What follows belongs to an exercise in optimizing a design on an open flow for small area and a short achievable clock period; a production flow would make more cautious choices. In this exercise RTL edits were held to simulation tests only and were not proved equivalent to the original. No activity file was given, so power comes from the tool's default toggle rates.

==> standard.sh <==
#!/bin/bash
# synth_recipe.tcl (not shown) runs the flow's synth.tcl, then flattens the netlist and writes it again
# the make line also repeats each setting of config.mk as NAME=value (left out here)
make -C /OpenROAD-flow-scripts/flow DESIGN_CONFIG=/design/flow/config.mk WORK_HOME=/design/flow/orfs CLKGATE_MAP_FILE= SYNTH_SCRIPT=/design/flow/synth_recipe.tcl "${@:-finish}"
==> config.mk <==
export PLATFORM = sky130hd
export DESIGN_NAME = dma_read
export DESIGN_NICKNAME = dma_read
export VERILOG_FILES = /design/flow/design.v
export SDC_FILE = /design/flow/constraint.sdc
export NUM_CORES = 4
export LEC_CHECK = 0
export CAP_MARGIN = 20
export CORE_MARGIN = 2
export CORE_UTILIZATION = 75
export CTS_CLUSTER_DIAMETER = 100
export CTS_CLUSTER_SIZE = 25
export SETUP_SLACK_MARGIN = 2.8
export SLEW_MARGIN = 20
==> constraint.sdc <==
create_clock -name core_clock -period 5.0 [get_ports {clk}]
set_input_delay 1.0000 -clock core_clock [delete_from_list [all_inputs] [get_ports {clk}]]
set_output_delay 1.0000 -clock core_clock [all_outputs]
set_load 0.01 [all_outputs]
==> design.v <==
`timescale 1ns/1ps
module dma_read_fifo #(
    parameter int  WIDTH = 8,
    parameter int  DEPTH = 4,
    parameter int  CBITS = 3      
) (
    input  logic             rst,
    input  logic             s_axi4l,
    input  logic [WIDTH-1:0] s_data,
    input  logic             s_valid,
    output logic             s_ready,
    output logic [WIDTH-1:0] m_data,
    output logic             m_valid,
    input  logic             m_ready
);
    localparam int MDEPTH = DEPTH - 1;
    logic [WIDTH-1:0]  mem [MDEPTH];
    logic [WIDTH-1:0]  head;
    logic [WIDTH-1:0]  mem_rd;
    logic [MDEPTH-1:0] wen;
    logic [MDEPTH-1:0] rd_oh;
    logic [CBITS-1:0]  count;
    logic [CBITS-1:0]  count_n;
    logic              nonempty;   
    logic              multi;      
    logic              full;       
    logic              push;
    logic              pop;
    logic              head_ld;
    logic              mem_push;
    assign s_ready  = ~full;
    assign m_valid  = nonempty;
    assign m_data   = head;
    assign push     = s_valid & ~full;
    assign pop      = nonempty & m_ready;
    assign head_ld  = ~nonempty | m_ready;
    assign mem_push = push & (multi | (nonempty & ~m_ready));
    always_comb begin
        mem_rd = '0;
        for (int i = 0; i < MDEPTH; i++) begin
            mem_rd = mem_rd | (mem[i] & {WIDTH{rd_oh[i]}});
        end
    end
    always_ff @(posedge s_axi4l) begin
        if (head_ld) begin
            head <= multi ? mem_rd : s_data;
        end
    end
    always_ff @(posedge s_axi4l) begin
        for (int i = 0; i < MDEPTH; i++) begin
            if (s_valid & wen[i]) begin
                mem[i] <= s_data;
            end
        end
    end
    always_comb begin
        count_n = count;
        if (push & ~pop) count_n = count + CBITS'(1);
        if (pop & ~push) count_n = count - CBITS'(1);
    end
    always_ff @(posedge s_axi4l) begin
        if (rst) begin
            wen      <= MDEPTH'(1);
            rd_oh    <= MDEPTH'(1);
            count    <= '0;
            nonempty <= 1'b0;
            multi    <= 1'b0;
            full     <= 1'b0;
        end else begin
            if (count_n == CBITS'(DEPTH)) begin
                wen <= '0;
            end else if (full) begin
                wen <= rd_oh;
            end else if (mem_push) begin
                wen <= {wen[MDEPTH-2:0], wen[MDEPTH-1]};
            end
            if (pop & multi) begin
                rd_oh <= {rd_oh[MDEPTH-2:0], rd_oh[MDEPTH-1]};
            end
            count    <= count_n;
            nonempty <= count_n != '0;
            multi    <= count_n > CBITS'(1);
            full     <= count_n == CBITS'(DEPTH);
        end
    end
endmodule
`timescale 1ns/1ps
module dma_read_regs (
    input  logic        s_axi4l,
    input  logic        rst,
    input  logic        awvalid,
    output logic        awready,
    input  logic [31:0] awaddr,
    input  logic        wvalid,
    output logic        wready,
    input  logic [31:0] wdata,
    input  logic [3:0]  wstrb,
    output logic        bvalid,
    input  logic        bready,
    output logic [1:0]  bresp,
    input  logic        arvalid,
    output logic        arready,
    input  logic [31:0] araddr,
    output logic        rvalid,
    input  logic        rready,
    output logic [31:0] rdata,
    output logic [1:0]  rresp,
    output logic [68:0] cmd,
    output logic        cmd_valid,
    input  logic        cmd_ready,
    input  logic        busy
);
    localparam logic [31:0] CORE_ID = 32'haa55_0002;
    logic        wr_en;
    logic        rd_free;
    logic        wr_hi0;      
    logic        rd_hi0;
    logic        pending;
    logic        bvalid_q;
    logic        bfree_q;     
    logic        rvalid_q;
    logic [31:0] rdata_q;
    logic [31:0] rd_value;
    logic [7:0]  c_id;
    logic [31:0] c_addr;
    logic [7:0]  c_len;
    logic [2:0]  c_size;
    logic [1:0]  c_burst;
    logic        c_lock;
    logic [3:0]  c_cache;
    logic [2:0]  c_prot;
    logic [3:0]  c_qos;
    logic [3:0]  c_region;
    assign wr_en   = awvalid & wvalid & (bfree_q | bready);
    assign rd_free = ~rvalid_q | rready;
    assign wr_hi0  = awaddr[31:7] == '0;
    assign rd_hi0  = araddr[31:7] == '0;
    logic [31:0] wsel;      
    always_comb begin
        for (int k = 0; k < 32; k++) begin
            wsel[k] = wr_hi0 & (awaddr[6:2] == 5'(k));
        end
    end
    always_ff @(posedge s_axi4l) begin
        if (rst) begin
            c_id     <= '0;
            c_addr   <= '0;
            c_len    <= '0;
            c_size   <= 3'd3;
            c_burst  <= 2'd1;
            c_lock   <= '0;
            c_cache  <= '0;
            c_prot   <= '0;
            c_qos    <= '0;
            c_region <= '0;
            pending  <= 1'b0;
        end else begin
            if (cmd_ready) begin
                pending <= 1'b0;
            end
            if (wr_en) begin
                if (wsel['h11]) begin
                    pending <= 1'b1;
                    for (int b = 0; b < 4; b++) begin
                        if (wstrb[b]) c_addr[8*b +: 8] <= wdata[8*b +: 8];
                    end
                end
                if (wstrb[0]) begin
                    if (wsel['h10]) c_id     <= wdata[7:0];
                    if (wsel['h12]) c_len    <= wdata[7:0];
                    if (wsel['h13]) c_size   <= wdata[2:0];
                    if (wsel['h14]) c_burst  <= wdata[1:0];
                    if (wsel['h15]) c_lock   <= wdata[0];
                    if (wsel['h16]) c_cache  <= wdata[3:0];
                    if (wsel['h17]) c_prot   <= wdata[2:0];
                    if (wsel['h18]) c_qos    <= wdata[3:0];
                    if (wsel['h19]) c_region <= wdata[3:0];
                end
            end
        end
    end
    assign cmd       = {c_id, c_addr, c_len, c_size, c_burst, c_lock,
                        c_cache, c_prot, c_qos, c_region};
    assign cmd_valid = pending;
    always_comb begin
        rd_value = '0;
        if (rd_hi0) begin
            case (araddr[6:2])
                5'h00: rd_value = CORE_ID;
                5'h08: rd_value = 32'({busy, pending});
                5'h10: rd_value = 32'(c_id);
                5'h11: rd_value = c_addr;
                5'h12: rd_value = 32'(c_len);
                5'h13: rd_value = 32'(c_size);
                5'h14: rd_value = 32'(c_burst);
                5'h15: rd_value = 32'(c_lock);
                5'h16: rd_value = 32'(c_cache);
                5'h17: rd_value = 32'(c_prot);
                5'h18: rd_value = 32'(c_qos);
                5'h19: rd_value = 32'(c_region);
                default: rd_value = '0;
            endcase
        end
    end
    always_ff @(posedge s_axi4l) begin
        if (rd_free) begin
            rdata_q <= rd_value;
        end
    end
    always_ff @(posedge s_axi4l) begin
        if (rst) begin
            bvalid_q <= 1'b0;
            bfree_q  <= 1'b1;
            rvalid_q <= 1'b0;
        end else begin
            bvalid_q <= wr_en | (bvalid_q & ~bready);
            bfree_q  <= ~wr_en & (bfree_q | bready);
            rvalid_q <= (arvalid & rd_free) | (rvalid_q & ~rready);
        end
    end
    assign awready = (bfree_q | bready) & wvalid;
    assign wready  = (bfree_q | bready) & awvalid;
    assign bvalid  = bvalid_q;
    assign bresp   = 2'b00;
    assign arready = rd_free;
    assign rvalid  = rvalid_q;
    assign rdata   = rdata_q;
    assign rresp   = 2'b00;
endmodule
`timescale 1ns/1ps
module dma_read_issue (
    input  logic        s_axi4l,
    input  logic        rst,
    input  logic [68:0] cmd,
    input  logic        cmd_valid,
    output logic        cmd_ready,
    output logic [68:0] ar,
    output logic        arvalid,
    input  logic        arready,
    input  logic        beat_done,
    output logic        busy
);
    logic        ar_hs;
    logic [15:0] sum0;        
    logic [15:0] sum1;        
    logic [15:0] dec;         
    logic [15:0] open_beats;
    dma_read_fifo #(
        .WIDTH (69),
        .DEPTH (4),
        .CBITS (3)
    ) cmd_fifo_i (
        .rst     (rst),
        .s_axi4l (s_axi4l),
        .s_data  (cmd),
        .s_valid (cmd_valid),
        .s_ready (cmd_ready),
        .m_data  (ar),
        .m_valid (arvalid),
        .m_ready (arready)
    );
    assign ar_hs = arvalid & arready;
    dma_read_add16 open_add_i (
        .a    (open_beats),
        .b    ({8'h00, ar[28:21]}),
        .s0   (sum0),
        .s1   (sum1)
    );
    dma_read_dec16 open_dec_i (
        .a (open_beats),
        .d (dec)
    );
    always_ff @(posedge s_axi4l) begin
        if (rst) begin
            open_beats <= '0;
        end else begin
            case ({ar_hs, beat_done})
                2'b10:   open_beats <= sum1;
                2'b11:   open_beats <= sum0;
                2'b01:   open_beats <= dec;
                default: ;
            endcase
        end
    end
    assign busy = arvalid | (open_beats != '0);
endmodule
module dma_read_add16 (
    input  logic [15:0] a,
    input  logic [15:0] b,
    output logic [15:0] s0,
    output logic [15:0] s1
);
    logic [15:0] p;
    logic [15:0] gg [5];
    logic [15:0] pp [5];
    logic [15:0] c0;
    logic [15:0] c1;
    always_comb begin
        p     = a ^ b;
        gg[0] = a & b;
        pp[0] = p;
        for (int l = 1; l < 5; l++) begin
            for (int i = 0; i < 16; i++) begin
                if (i >= (1 << (l - 1))) begin
                    gg[l][i] = gg[l-1][i] | (pp[l-1][i] & gg[l-1][i - (1 << (l - 1))]);
                    pp[l][i] = pp[l-1][i] & pp[l-1][i - (1 << (l - 1))];
                end else begin
                    gg[l][i] = gg[l-1][i];
                    pp[l][i] = pp[l-1][i];
                end
            end
        end
        c0[0] = 1'b0;
        c1[0] = 1'b1;
        for (int i = 1; i < 16; i++) begin
            c0[i] = gg[4][i-1];
            c1[i] = gg[4][i-1] | pp[4][i-1];
        end
        s0 = p ^ c0;
        s1 = p ^ c1;
    end
endmodule
module dma_read_dec16 (
    input  logic [15:0] a,
    output logic [15:0] d
);
    logic [15:0] z [5];    
    always_comb begin
        z[0] = ~a;
        for (int l = 1; l < 5; l++) begin
            for (int i = 0; i < 16; i++) begin
                if (i >= (1 << (l - 1))) begin
                    z[l][i] = z[l-1][i] & z[l-1][i - (1 << (l - 1))];
                end else begin
                    z[l][i] = z[l-1][i];
                end
            end
        end
        d[0] = ~a[0];
        for (int i = 1; i < 16; i++) begin
            d[i] = a[i] ^ z[4][i-1];
        end
    end
endmodule
`timescale 1ns/1ps
module dma_read_stream (
    input  logic        s_axi4l,
    input  logic        rst,
    input  logic [63:0] rdata,
    input  logic        rvalid,
    output logic        rready,
    output logic [63:0] tdata,
    output logic        tvalid,
    input  logic        tready,
    output logic        beat_done
);
    dma_read_fifo #(
        .WIDTH (64),
        .DEPTH (16),
        .CBITS (5)
    ) data_fifo_i (
        .rst     (rst),
        .s_axi4l (s_axi4l),
        .s_data  (rdata),
        .s_valid (rvalid),
        .s_ready (rready),
        .m_data  (tdata),
        .m_valid (tvalid),
        .m_ready (tready)
    );
    assign beat_done = tvalid & tready;
endmodule
`timescale 1ns/1ps
module dma_read (
    input  logic        clk,
    input  logic        rst,
    input  logic        s_awvalid,
    output logic        s_awready,
    input  logic [31:0] s_awaddr,
    input  logic        s_wvalid,
    output logic        s_wready,
    input  logic [31:0] s_wdata,
    input  logic [3:0]  s_wstrb,
    output logic        s_bvalid,
    input  logic        s_bready,
    output logic [1:0]  s_bresp,
    input  logic        s_arvalid,
    output logic        s_arready,
    input  logic [31:0] s_araddr,
    output logic        s_rvalid,
    input  logic        s_rready,
    output logic [31:0] s_rdata,
    output logic [1:0]  s_rresp,
    output logic [7:0]  m_arid,
    output logic [31:0] m_araddr,
    output logic [7:0]  m_arlen,
    output logic [2:0]  m_arsize,
    output logic [1:0]  m_arburst,
    output logic        m_arlock,
    output logic [3:0]  m_arcache,
    output logic [2:0]  m_arprot,
    output logic [3:0]  m_arqos,
    output logic [3:0]  m_arregion,
    output logic        m_arvalid,
    input  logic        m_arready,
    input  logic [63:0] m_rdata,
    input  logic        m_rvalid,
    output logic        m_rready,
    output logic [63:0] tdata,
    output logic        tvalid,
    input  logic        tready
);
    logic [68:0] ar;
    logic [68:0] cmd;
    logic        cmd_valid;
    logic        cmd_ready;
    logic        busy;
    logic        beat_done;
    assign m_arid     = ar[68:61];
    assign m_araddr   = ar[60:29];
    assign m_arlen    = ar[28:21];
    assign m_arsize   = ar[20:18];
    assign m_arburst  = ar[17:16];
    assign m_arlock   = ar[15];
    assign m_arcache  = ar[14:11];
    assign m_arprot   = ar[10:8];
    assign m_arqos    = ar[7:4];
    assign m_arregion = ar[3:0];
    dma_read_regs regs_i (
        .s_axi4l   (clk),
        .rst       (rst),
        .awvalid   (s_awvalid),
        .awready   (s_awready),
        .awaddr    (s_awaddr),
        .wvalid    (s_wvalid),
        .wready    (s_wready),
        .wdata     (s_wdata),
        .wstrb     (s_wstrb),
        .bvalid    (s_bvalid),
        .bready    (s_bready),
        .bresp     (s_bresp),
        .arvalid   (s_arvalid),
        .arready   (s_arready),
        .araddr    (s_araddr),
        .rvalid    (s_rvalid),
        .rready    (s_rready),
        .rdata     (s_rdata),
        .rresp     (s_rresp),
        .cmd       (cmd),
        .cmd_valid (cmd_valid),
        .cmd_ready (cmd_ready),
        .busy      (busy)
    );
    dma_read_issue
    issue_i (
        .s_axi4l   (clk),
        .rst       (rst),
        .cmd       (cmd),
        .cmd_valid (cmd_valid),
        .cmd_ready (cmd_ready),
        .ar        (ar),
        .arvalid   (m_arvalid),
        .arready   (m_arready),
        .beat_done (beat_done),
        .busy      (busy)
    );
    dma_read_stream
    stream_i (
        .s_axi4l   (clk),
        .rst       (rst),
        .rdata     (m_rdata),
        .rvalid    (m_rvalid),
        .rready    (m_rready),
        .tdata     (tdata),
        .tvalid    (tvalid),
        .tready    (tready),
        .beat_done (beat_done)
    );
endmodule
==> flow/run.sh <==
#!/bin/bash
# Layout flow: the standard ORFS flow, with the ports buffered by
# plain buffers (buf_2) instead of the delay cells buffer_ports picks by
# itself.  Every tool's output goes to a log file in this folder; ORFS
# keeps its per-step logs under orfs/logs.
set -euo pipefail
export BUFFER_PORTS_ARGS="-buffer_cell sky130_fd_sc_hd__buf_2"
bash standard.sh > standard_flow.log 2>&1
==> metrics.md, run 1 <==
| Metric | Value |
|---|---|
| PD cells | 431 mW/mm^2 |
| Seq/Total Area, Yosys | 79.1% |
| CTS tree | built |
| Clock Skew | 0.0224 ns |
| Starting Density | 75.8% |
| Clk slew on worst S/H paths | 0.10 ns |
| Total CTS buffers | 68 |
| Cells after Synth | 3227 |
| Worst stage delay on the critical path | 0.16 ns |
| Pin count of the biggest net entering global routing | 89 |
| Crit end category | output port |
| Reg2reg end | issue_i.open_beats[9]$_SDFFE_PP0P_ |
| 1st-iter DRT viols | 4904 |
| Ys flop type | edfxtp_1 |
| Share of the synthesized area in the top cell type | 74.0% |
| Global routing's busiest layer | met2 |
| Routability Congestion | 0.842 |
| Dpl hpwl | 73500 microns |
| Vias in the first global route | 32300 |
| Layout fillers | 3413 |
| Run status | complete, no violations |
| GR Overflow Total | 0 |
| Top Ports | 351 |
| Drt wl/cell | 30.4 microns |
| R2R setup slack | 2.65 ns |
| Synth area leader | edfxtp_1 |
| Pleak | 0.0195 uW |
| DIE AREA | 0.0742 sq mm |
| WS Path Type | input pin to output port |
| Syn_area_per_cell | 16.8 sq um |
| RSZ-0062 raised after global routing | yes |
| Number of synthesized flops with an enable pin | 1332 |
| Worst Hold Path EP | regs_i.bvalid_q$_SDFF_PP0_ |
| Fmax achieved | 418 MHz |
| Top-count cell post-synth | edfxtp_1 |
| Register area | 0.0429 sq mm |
| Largest cells by area after synthesis | edfxtp_1, dfxtp_1, a22oi_1 |
| GRT Total Usage | 36.3% |
| Worst path cell trace | buf_8, o21a_1, buf_2 |
| Final Setup Violations | 0 |
| WL final | 137000 microns |
| Synth cell count leaders | edfxtp_1, a22oi_1, nor2_1 |
| Max-cap violation count | 0 |
| Die X | 272 microns |
| Grt met1 use | 47.5% |
| Hold Buf Count CTS | 0 |
| Critical path fanouts, max | 4 |
| First-pass GRT wire length | 198000 microns |
| Critical path data arrival time | 1.39 ns |
| Setup_tns | 0 ns |
| Layout cells sized above 1 | 17.4% |
| Asr flop ratio synth | 0% |
| Area occupied by multi-input gates | 0.0109 sq mm |
| Nets | 3707 |
| Crit start category | input pin |
| Clk sink count | 1471 |
| Clk buf depth | 3 |
| Core Region | 0.0714 sq mm |
| Area delta synth->final | 10.3% |
| DR pass1 iterations | 6 |
| Fin. Hold Viols | 0 |
| Final std cells w/o fill | 4508 |
| Max-slew headroom | 26.7% |
| Inst Count DP | 4376 |
| DRC | 0 |
| Fin crit share | 47.9% |
| Synth unique cells | 66 |
| # port buffers | 342 |
| H-tree level count | 3 |
| Worst-margin pin slew | 1.10 ns |
| RR Startpoint | issue_i.cmd_fifo_i.head[28]$_DFFE_PN_ |
| Clock latency on the worst-skew pair | 0.65 ns |
| Post-DRT Antenna Nets | 0 |
| Rows | 98 |
| Crit path max-delay cell type | o21a_1 |
| Worst Hold Depth | 2 |
| Ys Warns | 11 |
| Crit path time final | 2.39 ns |
| GR Util met3 | 6.57% |
| Peak supply drop | 0.531 mV |
| Mapped cell area | 0.0541 sq mm |
| DIE HEIGHT | 272 microns |
| CP Data Required Time | 4.00 ns |
| Post-DR vias/cell | 7.26 |
| Initial antenna violation count | 15 |
| Met2 GRT Util | 60.9% |
| Hold crit path type | flop to flop |
| R2R depth | 8 |
| #FFs+latches synth | 1471 |
| Via count | 32700 |
| HP Start | regs_i.bvalid_q$_SDFF_PP0_ |
| CTS root buf | clkbuf_16 |
| Final Max Tran Viols | 0 |
[logic make-up (layout without fill, tap and decap cells)]
kind of cell	after synthesis	in the layout	synth area share, %
flip-flops	1471	1471	79.1
AO/OA/AOI/OAI	776	776	11.2
AND/OR/NAND/NOR	610	611	5.45
buffers and inverters	229	546	1.63
multiplexers	94	94	1.75
XOR/XNOR	30	30	0.486
adder cells (fa/ha/maj)	16	16	0.361
other	1	14	0.00694
[cells in the final DEF (no fill, tap or decap), types with 89 or more instances in the layout]
cell type | synthesis | final
a22o_1 | 100 | 100
a22oi_1 | 254 | 254
mux2i_1 | 91 | 89
dfxtp_1 | 139 | 115
a221oi_1 | 102 | 101
nor2_1 | 202 | 199
a21oi_1 | 113 | 113
nand4_1 | 99 | 99
buf_2 | 4 | 317
edfxtp_1 | 1332 | 1332
nand2_1 | 152 | 144
[worst max path at each step]
stage                       from                                        end  slack [ns]
floorplan           s_awaddr[30]               regs_i.c_len[0]$_SDFFE_PP0P_        2.25
global placement        m_rvalid   stream_i.data_fifo_i.wen[3]$_SDFFE_PP0P_        1.67
detailed placement      m_rvalid  stream_i.data_fifo_i.wen[10]$_SDFFE_PP0P_        1.57
CTS                     s_bready                                   s_wready        2.59
global route            s_bready                                   s_wready        2.59
finish                  s_bready                                   s_wready        2.61
[critical path: cells and delay by family]
kind | cells | cell delay (ns)
AOI/OAI and AO/OA | 1 | 0.16
buffers and inverters | 2 | 0.23
[power by group]
group	leakage, uW	total [uW]	internal (uW)	switching (uW)
Combinational	0.00539	3790	1260	2540
Sequential	0.0132	15700	15000	683
Clock	0.000939	6190	2690	3500
[stage by stage]
step | cell area, sq um | utilization, % | power (uW) | worst slack [ns] | hold slack (ns)
finish | 59600 | 83.5 | 25700 | 2.61 | 0.506
global route | 59600 | 83.5 | 26400 | 2.59 | 0.547
CTS | 59300 | 83.1 | 25500 | 2.59 | 0.507
detailed placement | 56900 | 79.7 | 19400 | 1.57 | 0.482
global placement | 56900 | 79.7 | 19200 | 1.67 | 0.471
floorplan | 54300 | - | 17700 | 2.25 | 0.477
[area by class of cell]
class / instances / area share (%)
clock buffers: 94 / 3.13
repair buffers: 425 / 4.40
clock inverters: 5 / 0.134
inverters: 22 / 0.155
flip-flops and latches: 1471 / 71.9
diodes: 10 / 0.0420
well taps: 950 / 1.99
multi-input cells: 1531 / 18.2
[state kept, by name, indices dropped and copies added, names as in the netlist, 2 cells and up]
| signal | count |
|---|---|
| issue_i.cmd_fifo_i.rd_oh | 3 |
| regs_i.c_cache | 4 |
| regs_i.c_addr | 32 |
| stream_i.data_fifo_i.head | 64 |
| stream_i.data_fifo_i.count | 5 |
| stream_i.data_fifo_i.wen | 15 |
| issue_i.cmd_fifo_i.wen | 3 |
| issue_i.cmd_fifo_i.count | 3 |
| issue_i.open_beats | 16 |
| regs_i.c_id | 8 |
| regs_i.c_region | 4 |
| stream_i.data_fifo_i.rd_oh | 15 |
| stream_i.data_fifo_i.mem | 960 |
| regs_i.c_qos | 4 |
| regs_i.c_len | 8 |
| regs_i.c_burst | 2 |
| issue_i.cmd_fifo_i.mem | 207 |
| regs_i.c_size | 3 |
| regs_i.c_prot | 3 |
| issue_i.cmd_fifo_i.head | 69 |
| regs_i.rdata_q | 32 |
[repair_timing]
action	4_1_cts	5_1_grt
gates resized for setup	77	51
pin swaps	14	9
setup buffers	16	6
gates cloned	1	0
endpoints found under the setup margin	333	274
[per-layer routing]
metal	share of wire, %	vias up
met1	34	16200
met5	0.052	-
li1	-	13600
met3	12	357
met4	4.0	10
met2	50	2580
==> run 2: changes to the inputs <==
--- a/config.mk
+++ b/config.mk
@@ -7,7 +7,7 @@
 export LEC_CHECK = 0
 export CAP_MARGIN = 20
 export CORE_MARGIN = 2
-export CORE_UTILIZATION = 75
+export CORE_UTILIZATION = 65
 export CTS_CLUSTER_DIAMETER = 100
 export CTS_CLUSTER_SIZE = 25
 export SETUP_SLACK_MARGIN = 2.8
==> run 2 against run 1 <==
Against the previous run: combinational power grew 3%; area after synthesis is the same; utilization shrank 11 points.
==> metrics.md, run 2 <==
| Metric | Value |
|---|---|
| Run status | complete, no violations |
| Syn_area_per_cell | 16.8 sq um (unchanged) |
| Commonest non-fill, non-tap cell in the layout | edfxtp_1 |
| Most frequent cells in the layout | edfxtp_1, buf_2, a22oi_1 |
| Initial antenna violation count | 20 (+5) |
| Clk sink count | 1471 (unchanged) |
| # port buffers | 342 (unchanged) |
| Top-count cell post-synth | edfxtp_1 |
| WS Path Type | input pin to output port |
| Synth unique cells | 66 (unchanged) |
| Fin util | 72.9% (-11 points) |
| GRT Total Usage | 32.6% (-3.7 points) |
| Most flops, register | stream_i.data_fifo_i.mem |
| Worst-margin pin slew | 1.08 ns (-0.0188 ns) |
| Dpl hpwl | 73500 microns (about the same) |
| Final Setup Violations | 0 (unchanged) |
| Critical path data arrival time | 1.41 ns (+0.02 ns) |
| RSZ-0062 raised after global routing | yes |
| Hold Buf Count CTS | 0 (unchanged) |
| Cells after Synth | 3227 (unchanged) |
| DRC | 0 (unchanged) |
| Number of flip-flops in the largest register | 960 (unchanged) |
| CP Data Required Time | 4.00 ns (about the same) |
| #FFs+latches synth | 1471 (unchanged) |
| DIE AREA | 0.0855 sq mm (+15%) |
| Number of synthesized flops with an enable pin | 1332 (unchanged) |
| Cell Area, Placed | 0.0571 sq mm (+0.38%) |
| Top Ports | 351 (unchanged) |
| Total CTS buffers | 68 (unchanged) |
| Vias in the first global route | 31500 (-2.3%) |
| WL final | 142000 microns (+3.2%) |
| DR pass1 iterations | 8 (+2) |
| Buf/Inv on CP | 2 (unchanged) |
| Die X | 292 microns (+7.3%) |
| Core Region | 0.0822 sq mm (+15%) |
| PD cells | 430 mW/mm^2 (-0.23%) |
| Clk buf depth | 3 (unchanged) |
| Synth area leader | edfxtp_1 |
| Met1 wire length | 52400 microns (+14%) |
| Worst path cell trace | buf_8, nand2b_4, buf_6 |
| Via count | 31800 (-2.9%) |
| Pin count of the biggest net entering global routing | 131 (+47%) |
| Largest registers | stream_i.data_fifo_i.mem: 960 flops, issue_i.cmd_fifo_i.mem: 207 flops, issue_i.cmd_fifo_i.head: 69 flops |
| Setup WS pre-CTS | 1.59 ns (+0.0250 ns) |
| Crit path max-delay cell type | nand2b_4 |
| Fmax achieved | 414 MHz (-0.89%) |
| Final std cells w/o fill | 4640 (+2.9%) |
| Pleak | 0.0196 uW (+0.61%) |
| Asr flop ratio synth | 0% (unchanged) |
| Ys flop type | edfxtp_1 |
| CTS root buf | clkbuf_16 |
| CTS tree | built |
| Peak supply drop | 0.398 mV (-25%) |
| GR Overflow Total | 0 (unchanged) |
| Clock latency on the worst-skew pair | 0.64 ns (about the same) |
| Max-cap violation count | 0 (unchanged) |
| Hold crit path type | flop to flop |
| Mapped cell area | 0.0541 sq mm (unchanged) |
| Clk slew on worst S/H paths | 0.10 ns (about the same) |
| HP Start | regs_i.bvalid_q$_SDFF_PP0_ |
| Clock Skew | 0.0232 ns (+0.000780 ns) |
| Post-DR vias/cell | 6.85 (-5.7%) |
| CP delay by family, top | buffers and inverters |
| 1st-iter DRT viols | 3800 (-23%) |
| First-pass GRT wire length | 204000 microns (+3.3%) |
| Synth cell count leaders | edfxtp_1, a22oi_1, nor2_1 |
| Fin crit share | 48.3% (+0.43 points) |
| Largest cells by area after synthesis | edfxtp_1, dfxtp_1, a22oi_1 |
| RR Startpoint | issue_i.cmd_fifo_i.head[28]$_DFFE_PN_ |
| Nets | 3724 (+0.46%) |
| DIE HEIGHT | 292 microns (+7.3%) |
| Post-route cell area | 0.0600 sq mm (+0.62%) |
| Crit start category | input pin |
| Rows | 105 (+7.1%) |
| Max Used Layer | met5 |
| Share of the synthesized area in the top cell type | 74.0% (unchanged) |
| Post-DRT Antenna Nets | 0 (unchanged) |
| H-tree level count | 3 (unchanged) |
| Critical path fanouts, max | 2 (-2) |
| Final Max Tran Viols | 0 (unchanged) |
| Fin. Hold Viols | 0 (unchanged) |
| Drt wl/cell | 30.5 microns (+0.22%) |
| Routability Congestion | 0.837 (-0.58%) |
| Ys Warns | 11 (unchanged) |
| Area delta synth->final | 11.0% |
| Worst setup path startpoint | s_rready |
| Starting Density | 65.7% (-10 points) |
| Met2 Wirelength | 71500 microns (+3.2%) |
| Crit path time final | 2.41 ns (+0.0214 ns) |
| Max-slew headroom | 27.9% (+1.3 points) |
| Met3 WL | 13400 microns (-18%) |
| Layout cells sized above 1 | 17.9% (+0.51 points) |
| Seq/Total Area, Yosys | 79.1% (unchanged) |
| Layout fillers | 5124 (+50%) |
| Worst Slack Setup Final | 2.59 ns (-0.0214 ns) |
| Inst Count DP | 4498 (+2.8%) |
| Crit end category | output port |
| Worst stage delay on the critical path | 0.18 ns (+0.02 ns) |
| Setup_tns | 0 ns (unchanged) |
-- run 2: cell counts after synthesis --
No cell type changed its count.
-- run 2: routing by layer --
layer  track usage, %  vias up
met5                0        -
met4             11.0       18
met3             5.21      247
met2             55.7     1649
met1             43.3    16200
li1                 -    13700
-- run 2: stage by stage --
step	hold slack (ns)	power, uW
after floorplan	0.477	17700
after global placement	0.469	19300
after detailed placement	0.490	19500
after CTS	0.515	25700
after global routing	0.529	26600
final	0.513	25800
-- run 2: final cells by class --
type | count | area (sq um) | share of cell area [%]
Antenna cell | 6 | 15.0 | 0.0250
Clock buffer | 93 | 1860 | 3.10
Clock inverter | 5 | 76.3 | 0.127
Inverter | 22 | 90.1 | 0.150
Multi-Input combinational cell | 1531 | 10900 | 18.2
Sequential cell | 1471 | 42900 | 71.4
Tap cell | 1070 | 1340 | 2.23
Timing Repair Buffer | 441 | 2830 | 4.72
Timing Repair inverter | 1 | 5.00 | 0.00834
-- run 2: worst paths after layout --
| check | to | slack (ns) | depth (start not counted) |
|---|---|---|---|
| min reg2reg | regs_i.bvalid_q$_SDFF_PP0_ | 0.51 | 2 |
| min | regs_i.bvalid_q$_SDFF_PP0_ | 0.51 | 2 |
| max reg2reg | issue_i.open_beats[10]$_SDFFE_PP0P_ | 2.63 | 8 |
| max | s_arready | 2.59 | 3 |
-- run 2: cell families (layout without fill, tap and decap cells) --
family	count (synthesis)	in the layout	share of synthesized area (%)
flops	1471	1471	79.1
xor+xnor	30	30	0.486
simple gates	610	611	5.45
compound gates	776	776	11.2
other cells	1	10	0.00694
fa+ha+maj	16	16	0.361
mux	94	94	1.75
buf+inv	229	562	1.63
-- run 2: power breakdown --
group	internal, uW	switching [uW]	total, uW
registers	15000	611	15600
logic	1300	2590	3890
clock network	2690	3580	6270
total	19000	6780	25800
-- run 2: tightest hold or removal path, delay by kind of cell, from the launching register on --
| family | cells | cell delay [ns] |
|---|---|---|
| DFF | 1 | 0.35 |
| AOI/OAI and AO/OA | 1 | 0.07 |
| and+or+nand+nor | 1 | 0.07 |
-- run 2: repair_timing --
item                       CTS  global route
gates resized for setup     78            36
setup endpoints to repair  653           290
hold endpoints to repair     0             0
setup buffers               19            16
cloned                       2             1
pin swaps                   16            14
==> run 3: changes to the inputs <==
--- a/config.mk
+++ b/config.mk
@@ -8,7 +8,7 @@
 export CAP_MARGIN = 20
 export CORE_MARGIN = 2
 export CORE_UTILIZATION = 65
-export CTS_CLUSTER_DIAMETER = 100
-export CTS_CLUSTER_SIZE = 25
+export CTS_CLUSTER_DIAMETER = 110
+export CTS_CLUSTER_SIZE = 30
 export SETUP_SLACK_MARGIN = 2.8
 export SLEW_MARGIN = 20
==> run 3 against run 2 <==
Against the previous run: total power is 2.4% lower; cell count is 0.41% lower; worst hold slack worse by 0.0020 ns; global-route usage is 0.38 points lower; critical endpoint unchanged; highest routed layer unchanged.
==> metrics.md, run 3 <==
| Metric | Value |
|---|---|
| Run status | complete, no violations |
| RR Startpoint | issue_i.cmd_fifo_i.head[25]$_DFFE_PN_ |
| Clock Skew | 0.0319 ns (+0.00866 ns) |
| Hold crit path type | flop to flop |
| DIE AREA | 0.0855 sq mm (unchanged) |
| Ys Warns | 11 (unchanged) |
| Starting Density | 65.7% (unchanged) |
| Clock latency on the worst-skew pair | 0.69 ns (+0.05 ns) |
| Vias in the first global route | 31200 (-1.2%) |
| Dpl hpwl | 73500 microns (unchanged) |
| Reg power frac | 62.1% (+1.5 points) |
| Area fraction in compound gates after synthesis | 11.2% (unchanged) |
| Die X | 292 microns (unchanged) |
| H-tree level count | 2 (-1) |
| Largest cells by area after synthesis | edfxtp_1, dfxtp_1, a22oi_1 |
| Most frequent cells in the layout | edfxtp_1, buf_2, a22oi_1 |
| Top-count cell post-synth | edfxtp_1 |
| Final Setup Violations | 0 (unchanged) |
| Asr flop ratio synth | 0% (unchanged) |
| Fmax achieved | 417 MHz (+0.61%) |
| Share of the synthesized area in the top cell type | 74.0% (unchanged) |
| Clk buf depth | 3 (unchanged) |
| Clk slew on worst S/H paths | 0.11 ns (about the same) |
| DR pass1 iterations | 9 (+1) |
| Number of synthesized flops with an enable pin | 1332 (unchanged) |
| Peak supply drop | 0.425 mV (+6.9%) |
| Syn_area_per_cell | 16.8 sq um (unchanged) |
| Critical path fanouts, max | 2 (unchanged) |
| Inst Count DP | 4498 (unchanged) |
| Ys flop type | edfxtp_1 |
| Nets | 3705 (-0.51%) |
| R2R setup slack | 2.64 ns (about the same) |
| GRT Total Usage | 32.2% (-0.38 points) |
| Max-slew headroom | 29.4% (+1.4 points) |
| Routability Congestion | 0.837 (unchanged) |
| Setup_tns | 0 ns (unchanged) |
| Layout cells sized above 1 | 17.3% (-0.58 points) |
| Initial antenna violation count | 20 (unchanged) |
| XOR/XNOR Fraction of Synth Area | 0.486% (unchanged) |
| Hold Buf Count CTS | 0 (unchanged) |
| Synth area leader | edfxtp_1 |
| CTS root buf | clkbuf_16 |
| Mapped cell area | 0.0541 sq mm (unchanged) |
| Cells after Synth | 3227 (unchanged) |
| Fin crit share | 48.0% (-0.29 points) |
| Worst-margin pin slew | 1.06 ns (-0.0215 ns) |
| Top Ports | 351 (unchanged) |
| Drt wl/cell | 30.6 microns (+0.27%) |
| HP Start | regs_i.bvalid_q$_SDFF_PP0_ |
| R2R depth | 8 (unchanged) |
| Reg2reg end | issue_i.open_beats[10]$_SDFFE_PP0P_ |
| Final Max Tran Viols | 0 (unchanged) |
| DIE HEIGHT | 292 microns (unchanged) |
| Main combinational cell family by area after synthesis | compound AO/OA/AOI/OAI gates |
| CP Data Required Time | 4.00 ns (about the same) |
| CTS tree | built |
| Synth Area in Simple Gates | 5.45% (unchanged) |
| # port buffers | 342 (unchanged) |
| Commonest non-fill, non-tap cell in the layout | edfxtp_1 |
| Post-DR vias/cell | 6.89 (+0.52%) |
| Area delta synth->final | 10.2% |
| Crit start category | input pin |
| Crit path time final | 2.40 ns (-0.0146 ns) |
| Mux contribution to synthesized area | 1.75% (unchanged) |
| Worst Hold Path EP | regs_i.bvalid_q$_SDFF_PP0_ |
| Critical path data arrival time | 1.40 ns (about the same) |
| Pin count of the biggest net entering global routing | 131 (unchanged) |
| #FFs+latches synth | 1471 (unchanged) |
| 1st-iter DRT viols | 3754 (-1.2%) |
| Rows | 105 (unchanged) |
| Most flops, register | stream_i.data_fifo_i.mem |
| DRC | 0 (unchanged) |
| Sw Pwr | 6680 uW (-1.4%) |
| Power share of the clock group | 22.5% (-1.8 points) |
| Logic pwr share | 15.4% (+0.3 points) |
| Total CTS buffers | 55 (-19%) |
| Total power | 25200 uW (-2.4%) |
| Pleak | 0.0194 uW (-1.2%) |
| First-pass GRT wire length | 202000 microns (-0.92%) |
| Seq/Total Area, Yosys | 79.1% (unchanged) |
| Max-cap violation count | 0 (unchanged) |
| Largest registers | stream_i.data_fifo_i.mem: 960 flops, issue_i.cmd_fifo_i.mem: 207 flops, issue_i.cmd_fifo_i.head: 69 flops |
| Synth cell count leaders | edfxtp_1, a22oi_1, nor2_1 |
| Core Region | 0.0822 sq mm (unchanged) |
| Synth unique cells | 66 (unchanged) |
| Clk sink count | 1471 (unchanged) |
| Crit end category | output port |
| Int Pwr | 18500 uW (-2.7%) |
| Adder-Cell Fraction of Synth Area | 0.361% (unchanged) |
| RSZ-0062 raised after global routing | yes |
| Post-DRT Antenna Nets | 0 (unchanged) |
| Number of flip-flops in the largest register | 960 (unchanged) |
| Via count | 31800 (+0.10%) |
| WS Path Type | input pin to output port |
| Final std cells w/o fill | 4621 (-0.41%) |
| GR Overflow Total | 0 (unchanged) |
| WL final | 141000 microns (-0.14%) |
| Worst setup path startpoint | s_rready |
| Fin util | 72.5% (-0.48 points) |
| PD cells | 422 mW/mm^2 (-1.7%) |
| Net Sw Frac | 26.5% (+0.26 points) |
| Fin. Hold Viols | 0 (unchanged) |
| Worst Hold Depth | 2 (unchanged) |
run 3: per-layer routing:
layer / routed length, microns / global-route usage (%)
met1: 52300 / 43.3
met5: 69 / 0
met4: 4440 / 10.1
met3: 13600 / 4.59
met2: 71000 / 55.4
run 3: logic make-up after synthesis:
kind of cell | count (synthesis)
and+or+nand+nor | 610
AOI/OAI and AO/OA | 776
muxes | 94
xor gates and xnor gates | 30
buffers and inverters | 229
adders and majority gates | 16
DFF | 1471
other | 1
run 3: how the worst max path moves through the flow:
| stage | to | slack [ns] | cells past startpoint |
|---|---|---|---|
| 3_3_place_gp | stream_i.data_fifo_i.head[50]$_DFFE_PN_ | 1.63 | 4 |
| 4_1_cts | s_awready | 2.59 | 3 |
| 6_report | s_arready | 2.60 | 3 |
| 2_1_floorplan | regs_i.c_len[0]$_SDFFE_PP0P_ | 2.25 | 7 |
| 5_1_grt | issue_i.open_beats[11]$_SDFFE_PP0P_ | 2.57 | 9 |
| 3_5_place_dp | stream_i.data_fifo_i.wen[14]$_SDFFE_PP0P_ | 1.59 | 7 |
run 3: area by class of cell:
| cell class | instances | area (sq um) |
|---|---|---|
| Tap cell | 1070 | 1340 |
| Multi-Input combinational cell | 1531 | 10900 |
| Clock inverter | 4 | 77.6 |
| Inverter | 22 | 92.6 |
| Antenna cell | 11 | 27.5 |
| Clock buffer | 76 | 1500 |
| Sequential cell | 1471 | 42900 |
| Timing Repair Buffer | 436 | 2830 |
| Fill cell | 5149 | 22600 |
run 3: power by group through the flow:
| stage | sequential [uW] | clock [uW] | combinational [uW] |
|---|---|---|---|
| finish | 15600 | 5670 | 3870 |
| global route | 15700 | 6090 | 4120 |
| CTS | 15600 | 5700 | 3740 |
| detailed placement | 15900 | 0 | 3580 |
| global placement | 15900 | 0 | 3480 |
| floorplan | 15800 | 0 | 1860 |
run 3: critical path, stage by stage:
cell and delay [ns]:
buf_8 0.09, nand2b_4 0.17, buf_6 0.13
run 3: repair_timing:
item                                    4_1_cts  5_1_grt
gates cloned                                  1        1
pin swaps                                    10       16
setup buffers                                17       13
endpoints found under the setup margin      600      273
resized for setup                            67       46
run 3: per-stage QoR:
stage               area (sq um)  worst slack (ns)  hold slack (ns)
detailed placement         57100              1.59            0.490
finish                     59600              2.60            0.511
global route               59600              2.57            0.531
CTS                        59200              2.59            0.510
floorplan                  54300              2.25            0.477
global placement           57100              1.63            0.469
==> run 4: changes to the inputs <==
--- a/config.mk
+++ b/config.mk
@@ -7,8 +7,8 @@
 export LEC_CHECK = 0
 export CAP_MARGIN = 20
 export CORE_MARGIN = 2
-export CORE_UTILIZATION = 65
+export CORE_UTILIZATION = 72
 export CTS_CLUSTER_DIAMETER = 110
 export CTS_CLUSTER_SIZE = 30
-export SETUP_SLACK_MARGIN = 2.8
+export SETUP_SLACK_MARGIN = 2.7
 export SLEW_MARGIN = 20
==> run 4 against run 3 <==
Against the previous run: total power down 1.6%; sequential power hardly changed; area after synthesis unchanged; clock power fell by 3%; still clean on timing, DRC and antenna; global-route usage increased by 2.6 points.
==> metrics.md, run 4 <==
| Metric | Value |
|---|---|
| Starting Density | 72.6% (+6.9 points) |
| Hold Buf Count CTS | 0 (unchanged) |
| Die X | 278 microns (-4.9%) |
| RR Startpoint | issue_i.cmd_fifo_i.head[27]$_DFFE_PN_ |
| Nets | 3694 (-0.30%) |
| Largest registers | stream_i.data_fifo_i.mem: 960 flops, issue_i.cmd_fifo_i.mem: 207 flops, issue_i.cmd_fifo_i.head: 69 flops |
| DRC | 0 (unchanged) |
| CTS tree | built |
| GRT Total Usage | 34.8% (+2.6 points) |
| Synth cell count leaders | edfxtp_1, a22oi_1, nor2_1 |
| Fin crit share | 48.2% (+0.19 points) |
| Max-cap violation count | 0 (unchanged) |
| Final Max Tran Viols | 0 (unchanged) |
| CP Data Required Time | 4.00 ns (about the same) |
| Synth unique cells | 66 (unchanged) |
| Critical path fanouts, max | 2 (unchanged) |
| Clock Skew | 0.0310 ns (-0.000876 ns) |
| Top-count cell post-synth | edfxtp_1 |
| Reg2reg end | issue_i.open_beats[10]$_SDFFE_PP0P_ |
| Clk buf depth | 3 (unchanged) |
| Vias in the first global route | 31700 (+1.9%) |
| Drt wl/cell | 30.2 microns (-1.4%) |
| Number of synthesized flops with an enable pin | 1332 (unchanged) |
| Crit path time final | 2.41 ns (+0.00974 ns) |
| Register area | 0.0428 sq mm (about the same) |
| Final Setup Violations | 0 (unchanged) |
| 1st-iter DRT viols | 4256 (+13%) |
| Worst-margin pin slew | 1.10 ns (+0.0408 ns) |
| RSZ-0062 raised after global routing | yes |
| Commonest non-fill, non-tap cell in the layout | edfxtp_1 |
| H-tree level count | 2 (unchanged) |
| First-pass GRT wire length | 198000 microns (-1.9%) |
| Dpl hpwl | 74100 microns (+0.75%) |
| Top Ports | 351 (unchanged) |
| Most flops, register | stream_i.data_fifo_i.mem |
| Core Region | 0.0744 sq mm (-9.5%) |
| Area delta synth->final | 8.94% |
| Share of the synthesized area in the top cell type | 74.0% (unchanged) |
| Clk sink count | 1471 (unchanged) |
| HP Start | regs_i.bvalid_q$_SDFF_PP0_ |
| Max-slew headroom | 26.6% (-2.7 points) |
| Total power | 24800 uW (-1.6%) |
| Worst Slack Setup Final | 2.59 ns (-0.00974 ns) |
| Clock latency on the worst-skew pair | 0.68 ns (about the same) |
| Synth area leader | edfxtp_1 |
| DIE HEIGHT | 278 microns (-4.9%) |
| Syn_area_per_cell | 16.8 sq um (unchanged) |
| Hold crit path type | flop to flop |
| Post-DR vias/cell | 7.14 (+3.7%) |
| Routability Congestion | 0.890 (+6.4%) |
| WL final | 136000 microns (-3.8%) |
| Setup WS pre-CTS | 1.55 ns (-0.0415 ns) |
| Initial antenna violation count | 17 (-15%) |
| Number of flip-flops in the largest register | 960 (unchanged) |
| Rows | 100 (-4.8%) |
| Seq/Total Area, Yosys | 79.1% (unchanged) |
| Pleak | 0.0192 uW (-1.0%) |
| #FFs+latches synth | 1471 (unchanged) |
| Post-DRT Antenna Nets | 0 (unchanged) |
| Crit end category | output port |
| R2R depth | 8 (unchanged) |
| Critical path data arrival time | 1.41 ns (about the same) |
| R2R setup slack | 2.65 ns (about the same) |
| Ys flop type | edfxtp_1 |
| Peak supply drop | 0.416 mV (-2.3%) |
| Worst Hold Path EP | regs_i.bvalid_q$_SDFF_PP0_ |
| Pin count of the biggest net entering global routing | 95 (-27%) |
| Most frequent cells in the layout | edfxtp_1, buf_2, a22oi_1 |
| Via count | 32200 (+1.2%) |
| Total CTS buffers | 55 (unchanged) |
| Fmax achieved | 415 MHz (-0.40%) |
| Fin. Hold Viols | 0 (unchanged) |
| Layout fillers | 4013 (-22%) |
| Area occupied by multi-input gates | 0.0107 sq mm (-1.2%) |
| GR Overflow Total | 0 (unchanged) |
| Setup_tns | 0 ns (unchanged) |
| Clk slew on worst S/H paths | 0.11 ns (about the same) |
| CTS root buf | clkbuf_16 |
| WS Path Type | input pin to output port |
| Asr flop ratio synth | 0% (unchanged) |
| Largest cells by area after synthesis | edfxtp_1, dfxtp_1, a22oi_1 |
| Crit start category | input pin |
| DR pass1 iterations | 9 (unchanged) |
| PD cells | 421 mW/mm^2 (-0.38%) |
| Mapped cell area | 0.0541 sq mm (unchanged) |
| DIE AREA | 0.0773 sq mm (-9.6%) |
| Cells after Synth | 3227 (unchanged) |
| # port buffers | 342 (unchanged) |
| Layout cells sized above 1 | 16.8% (-0.55 points) |
| Worst Hold Depth | 2 (unchanged) |
| Ys Warns | 11 (unchanged) |
| Run status | complete, no violations |
==> run 4: cell types whose count changed in the layout (fill, tap and decap cells not counted), sizes merged <==
| cell | delta |
|---|---|
| diode | -1 |
| bufinv | -1 |
| buf | -13 |
| clkinvlp | +1 |
| clkinv | +2 |
| inv | -1 |
| clkbuf | +2 |
==> run 4: worst max-delay path by stage <==
stage | start | end | slack [ns]
floorplan | s_awaddr[30] | regs_i.c_len[0]$_SDFFE_PP0P_ | 2.25
global placement | m_rvalid | stream_i.data_fifo_i.wen[10]$_SDFFE_PP0P_ | 1.68
detailed placement | m_rvalid | stream_i.data_fifo_i.wen[1]$_SDFFE_PP0P_ | 1.55
CTS | s_rready | s_arready | 2.59
global route | s_rready | s_arready | 2.59
finish | s_rready | s_arready | 2.59
==> run 4: where the power goes <==
group          switching [uW]  internal [uW]  leakage, uW
clock network            3400           2100     0.000739
registers                 620          15000       0.0132
logic                    2480           1150      0.00529
total                    6500          18300       0.0192
==> run 4: cell families after synthesis <==
kind of cell	after synthesis	share of synthesized area, %
muxes	94	1.75
xor gates and xnor gates	30	0.486
AOI/OAI and AO/OA	776	11.2
and+or+nand+nor	610	5.45
other	1	0.00694
DFF	1471	79.1
adders and majority gates	16	0.361
buffers and inverters	229	1.63
==> run 4: through the flow <==
stage,hold slack (ns),cell area [sq um],std cells,util (%)
final,0.521,58900,4509,79.1
after global routing,0.543,58900,4506,79.1
after CTS,0.527,58700,4491,78.8
after detailed placement,0.497,56900,4397,76.4
after global placement,0.469,56900,4397,76.4
after floorplan,0.477,54300,3230,-
==> run 4: metal layers <==
metal	routed length (microns)	share of wire, %	vias to the layer above	global-route usage [%]
met5	90	0.066	-	0
met4	5190	3.8	16	13.7
met3	13900	10	343	5.87
met2	69200	51	2062	59.6
met1	47600	35	16200	45.2
li1	-	-	13600	-
==> run 4: area by class of cell <==
type                            count  area share, %
Clock buffer                       78           2.52
Timing Repair Buffer              423           4.13
Inverter                           22          0.153
Clock inverter                      3         0.0935
Sequential cell                  1471           72.7
Timing Repair inverter              2         0.0255
Antenna cell                       10         0.0425
Tap cell                          969           2.06
Multi-Input combinational cell   1531           18.2
==> run 4: what timing repair did <==
action                                  4_1_cts  5_1_grt
gates resized for setup                      40       24
setup buffers                                10        7
gates cloned                                  3        0
endpoints found under the setup margin      376      192
pin swaps                                     4       13
==> run 4: worst max-delay path: stages <==
cell and delay (ns):
buf_8 0.09, nand2b_4 0.17, buf_6 0.14
==> run 5: changes to the inputs <==
--- a/config.mk
+++ b/config.mk
@@ -7,8 +7,8 @@
 export LEC_CHECK = 0
 export CAP_MARGIN = 20
 export CORE_MARGIN = 2
-export CORE_UTILIZATION = 72
+export CORE_UTILIZATION = 70
 export CTS_CLUSTER_DIAMETER = 110
-export CTS_CLUSTER_SIZE = 30
+export CTS_CLUSTER_SIZE = 28
 export SETUP_SLACK_MARGIN = 2.7
 export SLEW_MARGIN = 20
==> run 5 against run 4 <==
Against the previous run: still clean; combinational power about the same; worst setup slack improved by 0.027 ns; cell count rose by 1.3%; critical path depth unchanged; global-route usage down 0.75 points; sequential share of layout area down 0.19 points.
==> metrics.md, run 5 <==
| Metric | Value |
|---|---|
| Layout fillers | 4297 (+7.1%) |
| DIE AREA | 0.0795 sq mm (+2.8%) |
| Area delta synth->final | 9.24% |
| Total power | 24900 uW (+0.35%) |
| Setup WS pre-CTS | 1.56 ns (+0.00738 ns) |
| Top-count cell post-synth | edfxtp_1 |
| Final Max Tran Viols | 0 (unchanged) |
| Via count | 32100 (-0.21%) |
| Run status | complete, no violations |
| Synth area leader | edfxtp_1 |
| CTS tree | built |
| Initial antenna violation count | 16 (-1) |
| Post-DRT Antenna Nets | 0 (unchanged) |
| First-pass GRT wire length | 197000 microns (-0.84%) |
| Max-slew headroom | 28.4% (+1.7 points) |
| Crit end category | output port |
| RSZ-0062 raised after global routing | yes |
| Crit path max-delay cell type | o21a_1 |
| Crit start category | input pin |
| Int Pwr | 18400 uW (+0.41%) |
| Pleak | 0.0192 uW (about the same) |
| Critical path fanouts, max | 5 (+3) |
| CP Data Required Time | 4.00 ns (about the same) |
| Synth cell count leaders | edfxtp_1, a22oi_1, nor2_1 |
| Worst path cell trace | buf_8, o21a_1, buf_2 |
| Buf/Inv on CP | 2 (unchanged) |
| Most frequent cells in the layout | edfxtp_1, buf_2, a22oi_1 |
| Dpl hpwl | 74000 microns (-0.17%) |
| Worst stage delay on the critical path | 0.15 ns (-0.02 ns) |
| Clk buf depth | 3 (unchanged) |
| DRC | 0 (unchanged) |
| GR Overflow Total | 0 (unchanged) |
| Clk sink count | 1471 (unchanged) |
| Share of the synthesized area in the top cell type | 74.0% (unchanged) |
| Clock latency on the worst-skew pair | 0.68 ns (about the same) |
| 1st-iter DRT viols | 4377 (+2.8%) |
| Layout cells sized above 1 | 16.6% (-0.21 points) |
| Cells after Synth | 3227 (unchanged) |
| H-tree level count | 2 (unchanged) |
| WS Path Type | input pin to output port |
| Number of synthesized flops with an enable pin | 1332 (unchanged) |
| Setup_tns | 0 ns (unchanged) |
| Critical path data arrival time | 1.38 ns (-0.03 ns) |
| CP delay by family, top | buffers and inverters |
| Worst-margin pin slew | 1.07 ns (-0.0256 ns) |
| GRT Total Usage | 34.1% (-0.75 points) |
| Rows | 101 (+1.0%) |
| Mapped cell area | 0.0541 sq mm (unchanged) |
| Sw Pwr | 6520 uW (+0.19%) |
| #FFs+latches synth | 1471 (unchanged) |
| Nets | 3692 (-0.054%) |
| Synth unique cells | 66 (unchanged) |
| Routability Congestion | 0.868 (-2.4%) |
| Ys Warns | 11 (unchanged) |
| Ys flop type | edfxtp_1 |
| Asr flop ratio synth | 0% (unchanged) |
| Commonest non-fill, non-tap cell in the layout | edfxtp_1 |
| Hold crit path type | flop to flop |
| Clk slew on worst S/H paths | 0.11 ns (about the same) |
| WL final | 137000 microns (+0.66%) |
| Total CTS buffers | 58 (+5.5%) |
| Number of flip-flops in the largest register | 960 (unchanged) |
| Net Sw Frac | 26.2% (-0.042 points) |
| DR pass1 iterations | 9 (unchanged) |
| Starting Density | 70.9% (-1.7 points) |
| Post-DR vias/cell | 7.04 (-1.5%) |
| Die X | 282 microns (+1.4%) |
| Fmax achieved | 420 MHz (+1.1%) |
| Top Ports | 351 (unchanged) |
| Vias in the first global route | 31100 (-2.0%) |
| Power share of the clock group | 22.4% (+0.2 points) |
| Fin. Hold Viols | 0 (unchanged) |
| Crit path time final | 2.38 ns (-0.0267 ns) |
| Worst Slack Setup Final | 2.62 ns (+0.0267 ns) |
| Pin count of the biggest net entering global routing | 87 (-8.4%) |
| Seq/Total Area, Yosys | 79.1% (unchanged) |
| DIE HEIGHT | 282 microns (+1.4%) |
| Drt wl/cell | 30.0 microns (-0.59%) |
| Syn_area_per_cell | 16.8 sq um (unchanged) |
| Peak supply drop | 0.396 mV (-4.7%) |
| Most flops, register | stream_i.data_fifo_i.mem |
| Final Setup Violations | 0 (unchanged) |
| Area occupied by multi-input gates | 0.0108 sq mm (+0.17%) |
| Largest registers | stream_i.data_fifo_i.mem: 960 flops, issue_i.cmd_fifo_i.mem: 207 flops, issue_i.cmd_fifo_i.head: 69 flops |
| Hold Buf Count CTS | 0 (unchanged) |
| Fin crit share | 47.7% (-0.53 points) |
| Clock Skew | 0.0321 ns (+0.00114 ns) |
| Max-cap violation count | 0 (unchanged) |
| Largest cells by area after synthesis | edfxtp_1, dfxtp_1, a22oi_1 |
| # port buffers | 342 (unchanged) |
| Register area | 0.0428 sq mm (about the same) |
| PD cells | 421 mW/mm^2 (about the same) |
| Reg power frac | 63.0% (about the same) |
| CTS root buf | clkbuf_16 |
| Logic pwr share | 14.7% (about the same) |
| Core Region | 0.0762 sq mm (+2.4%) |
==> run 5: layer usage <==
metal / GRT usage, % / wire, microns / up-vias
met5: 0 / 123 / -
met4: 12.4 / 4640 / 20
met3: 5.39 / 14700 / 287
met2: 57.8 / 69300 / 2068
met1: 45.3 / 48100 / 16200
li1: - / - / 13600
==> run 5: logic make-up (layout without fill, tap and decap cells) <==
logic type	after synthesis	in the layout	synth area share [%]
flops	1471	1471	79.1
compound gates	776	776	11.2
simple gates	610	611	5.45
buf+inv	229	525	1.63
mux	94	94	1.75
xor+xnor	30	30	0.486
fa+ha+maj	16	16	0.361
other cells	1	13	0.00694
==> run 5: layout make-up <==
class | count | share of cell area, %
antenna | 9 | 0.0381
clock buffer | 81 | 2.60
clock inverter | 2 | 0.0551
inverter | 22 | 0.153
multi-input combinational | 1531 | 18.2
sequential | 1471 | 72.5
tap | 1030 | 2.18
timing repair buffer | 419 | 4.19
timing repair inverter | 1 | 0.00848
==> run 5: stage by stage <==
| stage | cell area, sq um | hold WS (ns) | utilization (%) | cells |
|---|---|---|---|---|
| after floorplan | 54300 | 0.477 | - | 3230 |
| after global placement | 57000 | 0.469 | 74.8 | 4460 |
| after detailed placement | 57000 | 0.491 | 74.8 | 4461 |
| after CTS | 58800 | 0.516 | 77.2 | 4555 |
| after global routing | 59000 | 0.538 | 77.5 | 4562 |
| final | 59100 | 0.511 | 77.5 | 4566 |
==> run 5: worst paths after layout <==
check	startpoint	end	slack, ns	cells after the start
setup / recovery	s_bready	s_wready	2.62	3
hold / removal	regs_i.bvalid_q$_SDFF_PP0_	regs_i.bvalid_q$_SDFF_PP0_	0.51	2
setup reg to reg	issue_i.cmd_fifo_i.head[25]$_DFFE_PN_	issue_i.open_beats[10]$_SDFFE_PP0P_	2.68	8
hold reg to reg	regs_i.bvalid_q$_SDFF_PP0_	regs_i.bvalid_q$_SDFF_PP0_	0.51	2
==> run 5: worst register-to-register path, stage by stage, from the launching register on <==
cell	delay, ns
edfxtp_1	0.43
ha_2	0.22
or4_4	0.52
or3b_4	0.38
o211ai_1	0.09
buf_4	0.20
a2bb2oi_2	0.16
xor2_1	0.16
nor2_1	0.05
==> run 5: what timing repair did <==
| action | CTS | global route |
|---|---|---|
| pin swaps | 5 | 13 |
| gates resized for setup | 31 | 34 |
| setup endpoints to repair | 241 | 173 |
| cloned | 2 | 0 |
| buffers inserted | 9 | 2 |
==> run 5: power by group through the flow <==
stage / Clock, uW / Combinational (uW) / Sequential [uW]
after global placement: 0 / 3390 / 15900
after global routing: 5970 / 3880 / 15800
after floorplan: 0 / 1850 / 15800
after detailed placement: 0 / 3480 / 15900
final: 5560 / 3650 / 15700
after CTS: 5580 / 3590 / 15600
==> run 6: changes to the inputs <==
--- a/config.mk
+++ b/config.mk
@@ -10,5 +10,5 @@
 export CORE_UTILIZATION = 70
 export CTS_CLUSTER_DIAMETER = 110
 export CTS_CLUSTER_SIZE = 28
-export SETUP_SLACK_MARGIN = 2.7
+export SETUP_SLACK_MARGIN = 2.65
 export SLEW_MARGIN = 20
==> run 6 against run 5 <==
Against the previous run: die area unchanged; synthesized cell count unchanged; cell count up 0.37%; utilization down 0.080 points; clock power up 3%; maximum frequency down 1.7%; via count down 0.12%; still clean; critical path type unchanged; worst setup slack worse by 0.042 ns; count of clock-buffer cells in the layout up 14; largest cell class unchanged; sequential share of layout area up 0.071 points; worst hold slack worse by 0.0091 ns; clock skew down 0.0013 ns.
==> metrics.md, run 6 <==
| Metric | Value |
|---|---|
| Seq/Total Area, Yosys | 79.1% (unchanged) |
| Routability Congestion | 0.902 (+3.9%) |
| Commonest non-fill, non-tap cell in the layout | edfxtp_1 |
| Clk buf depth | 3 (unchanged) |
| Most frequent cells in the layout | edfxtp_1, buf_2, a22oi_1 |
| Fmax achieved | 412 MHz (-1.7%) |
| Pin count of the biggest net entering global routing | 97 (+11%) |
| 1st-iter DRT viols | 4071 (-7.0%) |
| Top Ports | 351 (unchanged) |
| Post-DR vias/cell | 7.00 (-0.49%) |
| Worst Slack Setup Final | 2.58 ns (-0.0415 ns) |
| Final Setup Violations | 0 (unchanged) |
| Cell Area, Placed | 0.0570 sq mm (-0.11%) |
| Syn_area_per_cell | 16.8 sq um (unchanged) |
| GR Overflow Total | 0 (unchanged) |
| Via count | 32100 (-0.12%) |
| # port buffers | 342 (unchanged) |
| DR pass1 iterations | 6 (-3) |
| Max-cap violation count | 0 (unchanged) |
| Peak supply drop | 0.481 mV (+21%) |
| Area delta synth->final | 9.12% |
| DRC | 0 (unchanged) |
| DIE AREA | 0.0795 sq mm (unchanged) |
| Share of the synthesized area in the top cell type | 74.0% (unchanged) |
| RR Startpoint | stream_i.data_fifo_i.rd_oh[14]$_SDFFE_PP0P_ |
| Fin. Hold Viols | 0 (unchanged) |
| Post-route cell area | 0.0590 sq mm (-0.10%) |
| Nets | 3691 (-0.027%) |
| Rows | 101 (unchanged) |
| Worst-margin pin slew | 1.14 ns (+0.0606 ns) |
| Crit path max-delay cell type | nand2b_4 |
| Worst path cell trace | buf_8, nand2b_4, buf_6 |
| CTS root buf | clkbuf_16 |
| Number of synthesized flops with an enable pin | 1332 (unchanged) |
| WL final | 137000 microns (+0.37%) |
| Crit path time final | 2.42 ns (+0.0415 ns) |
| RSZ-0062 raised after global routing | yes |
| Layout cells sized above 1 | 16.4% (-0.12 points) |
| Fin util | 77.4% (-0.080 points) |
| Dpl hpwl | 73900 microns (about the same) |
| HP Start | regs_i.bvalid_q$_SDFF_PP0_ |
| WS Path Type | input pin to output port |
| Post-DRT Antenna Nets | 0 (unchanged) |
| Most flops, register | stream_i.data_fifo_i.mem |
| Synth unique cells | 66 (unchanged) |
| Starting Density | 70.9% (unchanged) |
| Core Region | 0.0762 sq mm (unchanged) |
| Drt wl/cell | 30.0 microns (about the same) |
| Setup_tns | 0 ns (unchanged) |
| Fin crit share | 48.5% (+0.83 points) |
| Total CTS buffers | 58 (unchanged) |
| Clock latency on the worst-skew pair | 0.69 ns (about the same) |
| Number of flip-flops in the largest register | 960 (unchanged) |
| Synth area leader | edfxtp_1 |
| Clk sink count | 1471 (unchanged) |
| PD cells | 424 mW/mm^2 (+0.57%) |
| Crit start category | input pin |
| First-pass GRT wire length | 196000 microns (-0.56%) |
| DIE HEIGHT | 282 microns (unchanged) |
| #FFs+latches synth | 1471 (unchanged) |
| Worst stage delay on the critical path | 0.18 ns (+0.03 ns) |
| Largest registers | stream_i.data_fifo_i.mem: 960 flops, issue_i.cmd_fifo_i.mem: 207 flops, issue_i.cmd_fifo_i.head: 69 flops |
| Clk slew on worst S/H paths | 0.11 ns (about the same) |
| Initial antenna violation count | 14 (-2) |
| Crit end category | output port |
| Run status | complete, no violations |
| Setup WS pre-CTS | 1.54 ns (-0.0215 ns) |
| Cells after Synth | 3227 (unchanged) |
| Die X | 282 microns (unchanged) |
| CTS tree | built |
| CP Data Required Time | 4.00 ns (about the same) |
| Synth cell count leaders | edfxtp_1, a22oi_1, nor2_1 |
| Asr flop ratio synth | 0% (unchanged) |
| Worst setup path startpoint | s_rready |
| Mapped cell area | 0.0541 sq mm (unchanged) |
| Clock Skew | 0.0308 ns (-0.00131 ns) |
| Critical path data arrival time | 1.42 ns (+0.04 ns) |
| Max-slew headroom | 24.3% (-4.0 points) |
| Ys flop type | edfxtp_1 |
| Critical path fanouts, max | 2 (-3) |
| Vias in the first global route | 31200 (+0.50%) |
| Worst hold slack | 0.502 ns (-0.00914 ns) |
| H-tree level count | 2 (unchanged) |
| Ys Warns | 11 (unchanged) |
| Top-count cell post-synth | edfxtp_1 |
| Final Max Tran Viols | 0 (unchanged) |
| GRT Total Usage | 33.8% (-0.21 points) |
| Pleak | 0.0192 uW (about the same) |
| Largest cells by area after synthesis | edfxtp_1, dfxtp_1, a22oi_1 |
| Hold crit path type | flop to flop |
==> run 6: cell counts after synthesis <==
No cell type changed its count.
==> run 6: final timing paths <==
path	endpoint	slack, ns	cells past startpoint
worst max register to register	stream_i.data_fifo_i.head[19]$_DFFE_PN_	2.62	4
worst max-delay path	s_arready	2.58	3
worst min-delay path	regs_i.bvalid_q$_SDFF_PP0_	0.50	2
worst min register to register	regs_i.bvalid_q$_SDFF_PP0_	0.50	2
==> run 6: metrics by stage <==
stage	power (uW)	std cells
floorplan	17700	3230
finish	25000	4583
detailed placement	19400	4458
global route	25700	4577
global placement	19200	4458
CTS	24900	4565
==> run 6: critical path: cells and delay by family <==
family,cells,cell delay (ns)
buffers and inverters,2,0.23
and+or+nand+nor,1,0.18
==> run 6: cell type report <==
class,instances,area [sq um]
sequential,1471,42800
fill,4338,17200
multi-input combinational,1531,10700
timing repair buffer,418,2390
clock buffer,95,1610
tap,1030,1290
inverter,22,90.1
clock inverter,3,45.0
antenna,12,30.0
timing repair inverter,1,5.00
==> run 6: timing repair <==
item	CTS	global route
hold buffers	0	0
cloned	1	1
setup endpoints to repair	195	176
buffers inserted	8	5
gates resized for setup	28	26
endpoints found under the hold margin	0	0
pin swaps	6	4
==> run 6: cells by family after synthesis <==
| logic type | share of synthesized area, % |
|---|---|
| flip-flops | 79.1 |
| AO/OA/AOI/OAI | 11.2 |
| AND/OR/NAND/NOR | 5.45 |
| buffers and inverters | 1.63 |
| multiplexers | 1.75 |
| XOR/XNOR | 0.486 |
| adder cells (fa/ha/maj) | 0.361 |
| other | 0.00694 |
==> run 6: power by group <==
part | total [uW] | internal, uW | switching, uW
Clock | 5700 | 2240 | 3450
Combinational | 3600 | 1140 | 2450
Sequential | 15700 | 15000 | 671
Total | 25000 | 18400 | 6580
==> run 6: layer usage <==
layer / up-vias / track usage [%] / part of all wire, %
met5: - / 0 / 0.041
met4: 10 / 12.5 / 3.7
met3: 322 / 5.63 / 9.9
met2: 1919 / 57.6 / 51
met1: 16200 / 44.5 / 36
li1: 13600 / - / -

## re-timing with driven ports
The flow's constraints put no driver on any port. The routed layouts listed below were extracted and timed again, unchanged, in two steps. Step 1 sets driving cells, clkbuf_16 on the clock port and buf_2 on the other inputs (assumed; they add their load-dependent delay and slew). Step 2 moves the port delays by t, midway between the first and last clock arrival at a register: inputs arrive t later, outputs are due t later. That takes back most of the time a late clock gives input paths. Slacks: no drivers / after step 1 / after step 2; pairs: no drivers / after step 1.
| run | t, ns | setup WS [ns] | latest minus earliest clock arrival (ns) | worst register clock-pin slew, ns |
|---|---|---|---|---|
| run 1 | 0.712 | 2.607 / 2.559 / 2.070 | 0.031 / 0.030 | 0.10 / 0.10 |
| run 2 | 0.702 | 2.585 / 2.538 / 2.104 | 0.024 / 0.024 | 0.10 / 0.10 |
| run 3 | 0.745 | 2.600 / 2.552 / 2.078 | 0.034 / 0.034 | 0.12 / 0.12 |
| run 4 | 0.738 | 2.590 / 2.546 / 2.016 | 0.036 / 0.036 | 0.12 / 0.12 |
| run 5 | 0.736 | 2.617 / 2.572 / 2.047 | 0.034 / 0.034 | 0.11 / 0.11 |
| run 6 | 0.746 | 2.575 / 2.534 / 2.020 | 0.033 / 0.034 | 0.11 / 0.11 |
After both steps every run listed still meets setup and hold. The setup slack of run 4, which loses most, moves by -0.044 ns with the drivers and by -0.574 ns with both steps.
